Background: an optimization exercise with open tools, aiming at small area, a short achievable clock period and few clock cycles per item. Do not read the settings as production practice.
No activity file was given, so power comes from the tool's default toggle rates.

==> flow/design.v <==
package r2b_pkg;
  localparam logic [5:0] K_HDR0   = 6'd10;
  localparam logic [5:0] K_M1LAST = 6'd11;
  localparam logic [5:0] K_M2INIT = 6'd15;
  localparam logic [5:0] K_M2LAST = 6'd27;
  localparam logic [5:0] K_RCINC  = 6'd1;
endpackage
import r2b_pkg::*;
module rgb565_to_bmp24_stream_writer (
  input  logic        clk_i,
  input  logic        rst_ni,
  input  logic        pix_valid_i,
  output logic        pix_ready_o,
  input  logic [15:0] pix_rgb565_i,
  output logic        out_valid_o,
  input  logic        out_ready_i,
  output logic [7:0]  out_byte_o,
  output logic        out_last_of_run_o,
  output logic        out_end_of_image_o,
  input  logic        cfg_we_i,
  input  logic [0:0]  cfg_idx_i,
  input  logic [12:0] cfg_data_i
);
  function automatic logic [7:0] scale5(logic [4:0] v);
    logic [2:0] u;
    if (v >= 5'd31)      u = 3'd7;
    else if (v >= 5'd27) u = 3'd6;
    else if (v >= 5'd23) u = 3'd5;
    else if (v >= 5'd18) u = 3'd4;
    else if (v >= 5'd14) u = 3'd3;
    else if (v >= 5'd9)  u = 3'd2;
    else if (v >= 5'd5)  u = 3'd1;
    else                 u = 3'd0;
    scale5 = {v, u};
  endfunction
  function automatic logic [7:0] scale6(logic [5:0] v);
    logic [1:0] t;
    if (v == 6'd63)      t = 2'd3;
    else if (v >= 6'd42) t = 2'd2;
    else if (v >= 6'd21) t = 2'd1;
    else                 t = 2'd0;
    scale6 = {v, t};
  endfunction
  function automatic logic [11:0] clamp_dim(logic [12:0] d);
    clamp_dim[11:1] = d[12] ? 11'd0 : d[11:1];
    clamp_dim[0]    = ~d[12] & (d[0] | (d[11:1] == 11'd0));
  endfunction
  logic [11:0] w_q, h_q;
  always_ff @(posedge clk_i or negedge rst_ni) begin
    if (!rst_ni) begin
      w_q <= 12'd320;
      h_q <= 12'd240;
    end else if (cfg_we_i) begin
      if (cfg_idx_i[0]) h_q <= clamp_dim(cfg_data_i);
      else              w_q <= clamp_dim(cfg_data_i);
    end
  end
  wire [12:0] w_full = {w_q == 12'd0, w_q};
  wire [12:0] h_full = {h_q == 12'd0, h_q};
  logic        nf_q;         
  logic        pb_empty_q;   
  logic        pnew_q;       
  logic        ph_q;         
  logic        rr_v_q;       
  logic [1:0]  pad_q;        
  logic        hdr_q;        
  logic [5:0]  hidx_q;       
  logic        ov_q;         
  logic        sf_q;         
  logic [15:0] pb_q;
  logic [4:0]  rr_q;
  logic        re_l_q, fe_l_q;    
  logic [12:0] acc_q, lo_q;       
  logic        bw_q;              
  logic        qi_q;              
  logic [7:0]  byte_q, sbyte_q;
  logic        last_q, eoi_q, slast_q, seoi_q;
  wire [11:0] cc = lo_q[11:0];
  wire [11:0] rc = acc_q[11:0];
  wire re_cur = (cc == 12'hFFE);
  wire fe_cur = re_cur & (rc == 12'hFFE);
  wire first  = nf_q | fe_cur;
  wire go       = ~sf_q;                     
  wire out_free = ~ov_q | out_ready_i;       
  wire pad_pend = (pad_q != 2'd0);
  wire k_ge10   = (hidx_q >= K_HDR0);
  wire sel_r   = rr_v_q;
  wire sel_pad = ~rr_v_q & pad_pend;
  wire sel_hdr = ~rr_v_q & ~pad_pend & hdr_q & k_ge10;
  wire sel_pix = ~rr_v_q & ~pad_pend & ~hdr_q & ~pb_empty_q & ~(pnew_q & first);
  wire sel_any = sel_r | sel_pad | sel_hdr | sel_pix;
  wire sel_g   = sel_pix & ph_q;
  wire hfree   = hdr_q & ~k_ge10;
  wire hstep   = hfree | (go & sel_hdr);
  wire init1 = pnew_q & first;
  wire m1    = (hidx_q <= K_M1LAST);
  wire m2    = (hidx_q > K_M2INIT) && (hidx_q <= K_M2LAST);
  wire mstep = hstep & (m1 | m2);
  wire init2 = hstep & (hidx_q == K_M2INIT);
  wire hlast = hstep & (hidx_q == 6'd63);
  wire mask3 = (hidx_q == K_M1LAST - 6'd1) | (hidx_q == K_M2LAST - 6'd1);
  wire bw_n  = (lo_q[0] & (~lo_q[2] | bw_q)) | (~lo_q[2] & bw_q);
  wire qi_n  = ~lo_q[1] ^ (~lo_q[3] & ~mask3) ^ bw_n;
  wire [13:0] msum = {1'b0, acc_q} + ({14{qi_q}} & {1'b0, h_full});
  wire cc_adv  = pnew_q & ~first;
  wire lo_load = init1 | init2 | hlast | (cc_adv & re_cur);
  wire [11:0] inc_in  = hdr_q ? ~h_q : (re_cur ? rc : cc);
  wire [11:0] inc_out = inc_in + 12'd1;
  always_ff @(posedge clk_i) begin
    if (init1 | init2) begin
      acc_q <= init1 ? 13'd13 : 13'd0;      
      bw_q  <= 1'b0;
      qi_q  <= w_full[0] ^ w_full[2];
    end else if (mstep) begin
      acc_q <= msum[13:1];
      bw_q  <= bw_n;
      qi_q  <= qi_n;
    end else if (hlast) begin
      acc_q <= {1'b0, ~h_q};
    end else if (cc_adv & re_cur) begin
      acc_q <= {1'b0, inc_out};
    end
    if (lo_load)     lo_q <= ~w_full;
    else if (mstep)  lo_q <= {msum[0], lo_q[12:1]};
    else if (cc_adv) lo_q <= {lo_q[12], inc_out};
  end
  wire [24:0] prod = {acc_q, lo_q[12:1]};
  function automatic logic [7:0] size_byte(logic [24:0] p, logic [1:0] k, logic lsb1);
    case (k)
      2'd0:    size_byte = {p[5:0], lsb1, 1'b0};
      2'd1:    size_byte = p[13:6];
      2'd2:    size_byte = p[21:14];
      default: size_byte = {6'd0, p[23:22]};
    endcase
  endfunction
  logic [7:0] hdr_byte;
  always_comb begin
    case (hidx_q)
      6'd10: hdr_byte = 8'h42;
      6'd11: hdr_byte = 8'h4D;
      6'd12, 6'd13, 6'd14, 6'd15: hdr_byte = size_byte(prod, hidx_q[1:0], 1'b1);
      6'd20: hdr_byte = 8'd54;
      6'd24: hdr_byte = 8'd40;
      6'd28: hdr_byte = w_full[7:0];
      6'd29: hdr_byte = {3'd0, w_full[12:8]};
      6'd32: hdr_byte = inc_out[7:0];
      6'd33: hdr_byte = {4'hF, inc_out[11:8]};
      6'd34, 6'd35: hdr_byte = 8'hFF;
      6'd36: hdr_byte = 8'd1;
      6'd38: hdr_byte = 8'd24;
      6'd44, 6'd45, 6'd46, 6'd47: hdr_byte = size_byte(prod, hidx_q[1:0], 1'b0);
      default: hdr_byte = 8'h00;
    endcase
  end
  always_ff @(posedge clk_i or negedge rst_ni) begin
    if (!rst_ni) begin
      nf_q       <= 1'b1;
      pb_empty_q <= 1'b1;
      pnew_q     <= 1'b0;
      ph_q       <= 1'b0;
      rr_v_q     <= 1'b0;
      pad_q      <= 2'd0;
      hdr_q      <= 1'b0;
      ov_q       <= 1'b0;
      sf_q       <= 1'b0;
    end else begin
      pnew_q     <= pb_empty_q & pix_valid_i;
      pb_empty_q <= pb_empty_q ? ~pix_valid_i : (go & sel_g);
      if (pnew_q) nf_q <= 1'b0;
      if (go & sel_pix) ph_q <= ~ph_q;
      if (go) begin
        if (sel_g)      rr_v_q <= 1'b1;
        else if (sel_r) rr_v_q <= 1'b0;
        if (sel_r)        pad_q <= re_l_q ? w_q[1:0] : 2'd0;
        else if (sel_pad) pad_q <= pad_q - 2'd1;
      end
      if (init1)      hdr_q <= 1'b1;
      else if (hlast) hdr_q <= 1'b0;
      ov_q <= sf_q | (go & sel_any) | ~out_free;
      sf_q <= ~out_free & (sf_q | sel_any);
    end
  end
  always_ff @(posedge clk_i) begin
    if (init1)      hidx_q <= 6'd0;
    else if (hstep) hidx_q <= hidx_q + 6'd1;
  end
  always_ff @(posedge clk_i) begin
    if (pb_empty_q) pb_q <= pix_rgb565_i;
    if (go & sel_g) begin
      rr_q   <= pb_q[15:11];
      re_l_q <= re_cur;
      fe_l_q <= fe_cur;
    end
  end
  logic [7:0] byte_d;
  logic       last_d, eoi_d;
  wire        pad0 = (w_q[1:0] == 2'd0);
  wire [4:0]  s5_in = sel_r ? rr_q : pb_q[4:0];
  always_comb begin
    byte_d = 8'h00;
    last_d = 1'b0;
    eoi_d  = 1'b0;
    if (sel_r) begin
      byte_d = scale5(s5_in);
      last_d = ~re_l_q | pad0;
      eoi_d  = fe_l_q & pad0;
    end else if (sel_pad) begin
      last_d = (pad_q == 2'd1);
      eoi_d  = fe_l_q & (pad_q == 2'd1);
    end else if (hdr_q) begin
      byte_d = hdr_byte;
    end else if (ph_q) begin
      byte_d = scale6(pb_q[10:5]);
    end else begin
      byte_d = scale5(s5_in);
    end
  end
  always_ff @(posedge clk_i) begin
    if (~sf_q) begin
      sbyte_q <= byte_d;
      slast_q <= last_d;
      seoi_q  <= eoi_d;
    end
    if (out_free) begin
      byte_q <= sf_q ? sbyte_q : byte_d;
      last_q <= sf_q ? slast_q : last_d;
      eoi_q  <= sf_q ? seoi_q  : eoi_d;
    end
  end
  assign pix_ready_o        = pb_empty_q;
  assign out_valid_o        = ov_q;
  assign out_byte_o         = byte_q;
  assign out_last_of_run_o  = last_q;
  assign out_end_of_image_o = eoi_q;
endmodule
clock: 9.0 ns
lec_check: 0
abc_clock_period_in_ps: 2500
cap_margin: 20
core_margin: 2
core_utilization: 40
slew_margin: 20
standard.sh (not shown) runs the stock make flow with config.mk's settings and CLKGATE_MAP_FILE= SYNTH_SCRIPT=/design/flow/synth_recipe.tcl, a recipe that flattens the netlist after the stock synthesis.
==> flow/flow/run.sh <==
#!/bin/bash
# The standard layout, with plain buffers (buf_1) on the ports instead of the default port
# buffer cell (the resizer still sizes them up where timing needs it), and timing repair
# aiming for 6.0 ns of setup slack.
set -euo pipefail
bash standard.sh "BUFFER_PORTS_ARGS=-buffer_cell sky130_fd_sc_hd__buf_1" SETUP_SLACK_MARGIN=6.0 finish > standard_make.log 2>&1
Rerun with:
--- a/flow/design.v
+++ b/flow/design.v
@@ -76,11 +76,10 @@
   logic [7:0]  byte_q, sbyte_q;
   logic        last_q, eoi_q, slast_q, seoi_q;
   wire [11:0] cc = lo_q[11:0];
   wire [11:0] rc = acc_q[11:0];
-  wire re_cur = (cc == 12'hFFE);
-  wire fe_cur = re_cur & (rc == 12'hFFE);
-  wire first  = nf_q | fe_cur;
+  logic re_q, fe_q;
+  wire  first = nf_q | fe_q;
   wire go       = ~sf_q;                     
   wire out_free = ~ov_q | out_ready_i;       
   wire pad_pend = (pad_q != 2'd0);
   wire k_ge10   = (hidx_q >= K_HDR0);
@@ -102,10 +101,10 @@
   wire bw_n  = (lo_q[0] & (~lo_q[2] | bw_q)) | (~lo_q[2] & bw_q);
   wire qi_n  = ~lo_q[1] ^ (~lo_q[3] & ~mask3) ^ bw_n;
   wire [13:0] msum = {1'b0, acc_q} + ({14{qi_q}} & {1'b0, h_full});
   wire cc_adv  = pnew_q & ~first;
-  wire lo_load = init1 | init2 | hlast | (cc_adv & re_cur);
-  wire [11:0] inc_in  = hdr_q ? ~h_q : (re_cur ? rc : cc);
+  wire lo_load = init1 | init2 | hlast | (cc_adv & re_q);
+  wire [11:0] inc_in  = hdr_q ? ~h_q : (re_q ? rc : cc);
   wire [11:0] inc_out = inc_in + 12'd1;
   always_ff @(posedge clk_i) begin
     if (init1 | init2) begin
       acc_q <= init1 ? 13'd13 : 13'd0;      
@@ -114,11 +113,9 @@
     end else if (mstep) begin
       acc_q <= msum[13:1];
       bw_q  <= bw_n;
       qi_q  <= qi_n;
-    end else if (hlast) begin
-      acc_q <= {1'b0, ~h_q};
-    end else if (cc_adv & re_cur) begin
+    end else if (hlast | (cc_adv & re_q)) begin
       acc_q <= {1'b0, inc_out};
     end
     if (lo_load)     lo_q <= ~w_full;
     else if (mstep)  lo_q <= {msum[0], lo_q[12:1]};
@@ -183,14 +180,29 @@
   always_ff @(posedge clk_i) begin
     if (init1)      hidx_q <= 6'd0;
     else if (hstep) hidx_q <= hidx_q + 6'd1;
   end
+  wire w1 = (w_q == 12'd1);
+  always_ff @(posedge clk_i) begin
+    if (hlast) begin
+      re_q <= w1;
+      fe_q <= w1 & (h_q == 12'd1);
+    end else if (cc_adv) begin
+      if (re_q) begin
+        re_q <= w1;
+        fe_q <= w1 & (rc == 12'hFFE);
+      end else begin
+        re_q <= (cc == 12'hFFD);
+        fe_q <= (cc == 12'hFFD) & (rc == 12'hFFF);
+      end
+    end
+  end
   always_ff @(posedge clk_i) begin
     if (pb_empty_q) pb_q <= pix_rgb565_i;
     if (go & sel_g) begin
       rr_q   <= pb_q[15:11];
-      re_l_q <= re_cur;
-      fe_l_q <= fe_cur;
+      re_l_q <= re_q;
+      fe_l_q <= fe_q;
     end
   end
   logic [7:0] byte_d;
   logic       last_d, eoi_d;
Effect: Total power rose by 82%. Area after synthesis hardly moves. Sequential power rose by about 40%. Final area fell by 3.3%. Combinational power rose to 2.6 times its value. Via count fell by 3.9%.
Function was not checked in any run of this note: the RTL went through the layout flow alone.

---

rev 12:
rgb565_to_bmp24_stream_writer, a different RTL version from the one above (not shown whole).
Size in the first run: ~690 cells after synthesis, about 47 I/O pins, about 6800 um2 of cells after synthesis.
clock: 9.0 ns
lec_check: 0
abc_clock_period_in_ps: 2500
cap_margin: 20
core_margin: 2
core_utilization: 40
slew_margin: 20
Scripts as last shown in full above: flow/flow/run.sh
Per the final summary, rev 12 finished and its layout is clean on timing, DRC and antenna.
Modified inputs, rev 13 compared to rev 12
--- a/flow/design.v
+++ b/flow/design.v
@@ -62,29 +62,29 @@
   logic        pnew_q;       
   logic        ph_q;         
   logic        rr_v_q;       
   logic [1:0]  pad_q;        
   logic        hdr_q;        
   logic [5:0]  hidx_q;       
   logic        ov_q;         
   logic [15:0] pb_q;
   logic [4:0]  rr_q;
   logic        re_l_q, fe_l_q;    
-  logic [11:0] rc_q;              
   logic [12:0] acc_q, lo_q;       
   logic        bw_q;              
   logic        qi_q;              
   logic [7:0]  byte_q;
   logic        last_q, eoi_q;
   wire [11:0] cc = lo_q[11:0];
+  wire [11:0] rc = acc_q[11:0];
   wire re_cur = (cc == 12'hFFE);
-  wire fe_cur = re_cur & (rc_q == 12'hFFF);
+  wire fe_cur = re_cur & (rc == 12'hFFE);
   wire first  = nf_q | fe_cur;
   wire go       = ~ov_q | out_ready_i;       
   wire pad_pend = (pad_q != 2'd0);
   wire k_ge10   = (hidx_q >= K_HDR0);
   wire sel_r   = rr_v_q;
   wire sel_pad = ~rr_v_q & pad_pend;
   wire sel_hdr = ~rr_v_q & ~pad_pend & hdr_q & k_ge10;
   wire sel_pix = ~rr_v_q & ~pad_pend & ~hdr_q & ~pb_empty_q & ~(pnew_q & first);
   wire sel_any = sel_r | sel_pad | sel_hdr | sel_pix;
   wire sel_g   = sel_pix & ph_q;
@@ -95,55 +95,61 @@
   wire m2    = (hidx_q > K_M2INIT) && (hidx_q <= K_M2LAST);
   wire mstep = hstep & (m1 | m2);
   wire init2 = hstep & (hidx_q == K_M2INIT);
   wire hlast = hstep & (hidx_q == 6'd63);
   wire mask3 = (hidx_q == K_M1LAST - 6'd1) | (hidx_q == K_M2LAST - 6'd1);
   wire bw_n  = (lo_q[0] & (~lo_q[2] | bw_q)) | (~lo_q[2] & bw_q);
   wire qi_n  = ~lo_q[1] ^ (~lo_q[3] & ~mask3) ^ bw_n;
   wire [13:0] msum = {1'b0, acc_q} + ({14{qi_q}} & {1'b0, h_full});
   wire cc_adv  = pnew_q & ~first;
   wire lo_load = init1 | init2 | hlast | (cc_adv & re_cur);
+  wire [11:0] inc_in  = hdr_q ? ~h_q : (re_cur ? rc : cc);
+  wire [11:0] inc_out = inc_in + 12'd1;
   always_ff @(posedge clk_i) begin
     if (init1 | init2) begin
       acc_q <= init1 ? 13'd13 : 13'd0;      
       bw_q  <= 1'b0;
       qi_q  <= w_full[0] ^ w_full[2];
     end else if (mstep) begin
       acc_q <= msum[13:1];
       bw_q  <= bw_n;
       qi_q  <= qi_n;
+    end else if (hlast) begin
+      acc_q <= {1'b0, ~h_q};
+    end else if (cc_adv & re_cur) begin
+      acc_q <= {1'b0, inc_out};
     end
     if (lo_load)     lo_q <= ~w_full;
     else if (mstep)  lo_q <= {msum[0], lo_q[12:1]};
-    else if (cc_adv) lo_q <= {lo_q[12], cc + 12'd1};
+    else if (cc_adv) lo_q <= {lo_q[12], inc_out};
   end
   wire [24:0] prod = {acc_q, lo_q[12:1]};
   function automatic logic [7:0] size_byte(logic [24:0] p, logic [1:0] k, logic lsb1);
     case (k)
       2'd0:    size_byte = {p[5:0], lsb1, 1'b0};
       2'd1:    size_byte = p[13:6];
       2'd2:    size_byte = p[21:14];
       default: size_byte = {6'd0, p[23:22]};
     endcase
   endfunction
   logic [7:0] hdr_byte;
   always_comb begin
     case (hidx_q)
       6'd10: hdr_byte = 8'h42;
       6'd11: hdr_byte = 8'h4D;
       6'd12, 6'd13, 6'd14, 6'd15: hdr_byte = size_byte(prod, hidx_q[1:0], 1'b1);
       6'd20: hdr_byte = 8'd54;
       6'd24: hdr_byte = 8'd40;
       6'd28: hdr_byte = w_full[7:0];
       6'd29: hdr_byte = {3'd0, w_full[12:8]};
-      6'd32: hdr_byte = rc_q[7:0];
-      6'd33: hdr_byte = {4'hF, rc_q[11:8]};
+      6'd32: hdr_byte = inc_out[7:0];
+      6'd33: hdr_byte = {4'hF, inc_out[11:8]};
       6'd34, 6'd35: hdr_byte = 8'hFF;
       6'd36: hdr_byte = 8'd1;
       6'd38: hdr_byte = 8'd24;
       6'd44, 6'd45, 6'd46, 6'd47: hdr_byte = size_byte(prod, hidx_q[1:0], 1'b0);
       default: hdr_byte = 8'h00;
     endcase
   end
   always_ff @(posedge clk_i or negedge rst_ni) begin
     if (!rst_ni) begin
       nf_q       <= 1'b1;
@@ -174,43 +180,42 @@
     if (init1)      hidx_q <= 6'd0;
     else if (hstep) hidx_q <= hidx_q + 6'd1;
   end
   always_ff @(posedge clk_i) begin
     if (pb_empty_q) pb_q <= pix_rgb565_i;
     if (go & sel_g) begin
       rr_q   <= pb_q[15:11];
       re_l_q <= re_cur;
       fe_l_q <= fe_cur;
     end
-    if (init1)                                                 rc_q <= ~h_q;
-    else if ((cc_adv & re_cur) | (hstep & (hidx_q == K_RCINC))) rc_q <= rc_q + 12'd1;
   end
   logic [7:0] byte_d;
   logic       last_d, eoi_d;
   wire        pad0 = (w_q[1:0] == 2'd0);
+  wire [4:0]  s5_in = sel_r ? rr_q : pb_q[4:0];
   always_comb begin
     byte_d = 8'h00;
     last_d = 1'b0;
     eoi_d  = 1'b0;
     if (sel_r) begin
-      byte_d = scale5(rr_q);
+      byte_d = scale5(s5_in);
       last_d = ~re_l_q | pad0;
       eoi_d  = fe_l_q & pad0;
     end else if (sel_pad) begin
       last_d = (pad_q == 2'd1);
       eoi_d  = fe_l_q & (pad_q == 2'd1);
     end else if (hdr_q) begin
       byte_d = hdr_byte;
     end else if (ph_q) begin
       byte_d = scale6(pb_q[10:5]);
     end else begin
-      byte_d = scale5(pb_q[4:0]);
+      byte_d = scale5(s5_in);
     end
   end
   always_ff @(posedge clk_i) begin
     if (go) begin
       byte_q <= byte_d;
       last_q <= last_d;
       eoi_q  <= eoi_d;
     end
   end
   assign pix_ready_o        = pb_empty_q;
Findings:
Sort rev 12 and rev 13 by met1 track utilization from global routing asc -> top: rev 12
Compared with rev 12, rev 13 shows sum of routed wire length over all layers higher by about 9%.
In the metrics for rev 12 and rev 13, the one carrying the higher combinational power is rev 12.
Rev 13: pre-CTS worst setup slack 870 ps below rev 12
Multi-input combinational area share for rev 13 is higher than for rev 12.
Compared to rev 12, rev 13 has fraction of registers with async set/reset 3.5 points higher.
Taking rev 12 over rev 13, the count of non-CTS buffers in the layout ratio works out to 0.62.
Re placed cell count: rev 12 was lower than rev 13.
From rev 12 to rev 13 the numbers moved as follows: complex-gate fraction of the synthesized area rose 3.7 points; via count normalized by instance count rose 3.8%.
Final area ends up lower on rev 12.
The run with more setup slack is rev 12; rev 13 has less.
Against rev 12 as the reference, rev 13 delivers a lower flip-flop and latch share of the layout cell area.
Summary: total power of the final layout, rev 13 better than rev 12
No functional check of the RTL was part of any run of this note.

static timing again, ports no longer ideal:
In the flow no input, the clock included, has a driving cell. The finished layouts below were timed again as built, in two steps. Step 1: set_driving_cell puts a clkbuf_16 on clk_i and a buf_2 on each other input, an assumption about the parent block. Step 2 times the ports against the registers' clock, not the clock port: input delays grow and output delays shrink by t, the midpoint of the rising clock arrivals with the driver on. Slacks: ideal / step 1 / step 2; pairs: ideal / step 1.
| run | shift t [ns] | setup WS [ns] | worst hold slack (ns) | slew at the worst register clock pin (ns) | cell pins on the clock port's net |
|---|---|---|---|---|---|
| the first run of note 1 | 0.397 | 5.971 / 5.971 / 5.971 | 0.424 / 0.424 / 0.424 | 0.08 / 0.08 | 1 |
| the second run of note 1 | 0.467 | 6.033 / 5.990 / 6.091 | 0.426 / 0.426 / 0.426 | 0.07 / 0.07 | 1 |
| rev 12 | 0.400 | 5.878 / 5.886 / 5.486 | 0.426 / 0.426 / 0.426 | 0.09 / 0.09 | 1 |
| rev 13 | 0.400 | 5.787 / 5.799 / 5.399 | 0.422 / 0.422 / 0.422 | 0.08 / 0.08 | 1 |
After both steps setup and hold are still met in every run listed. The setup slack of rev 12, which loses most, moves by +0.008 ns with the drivers and by -0.392 ns with both steps.
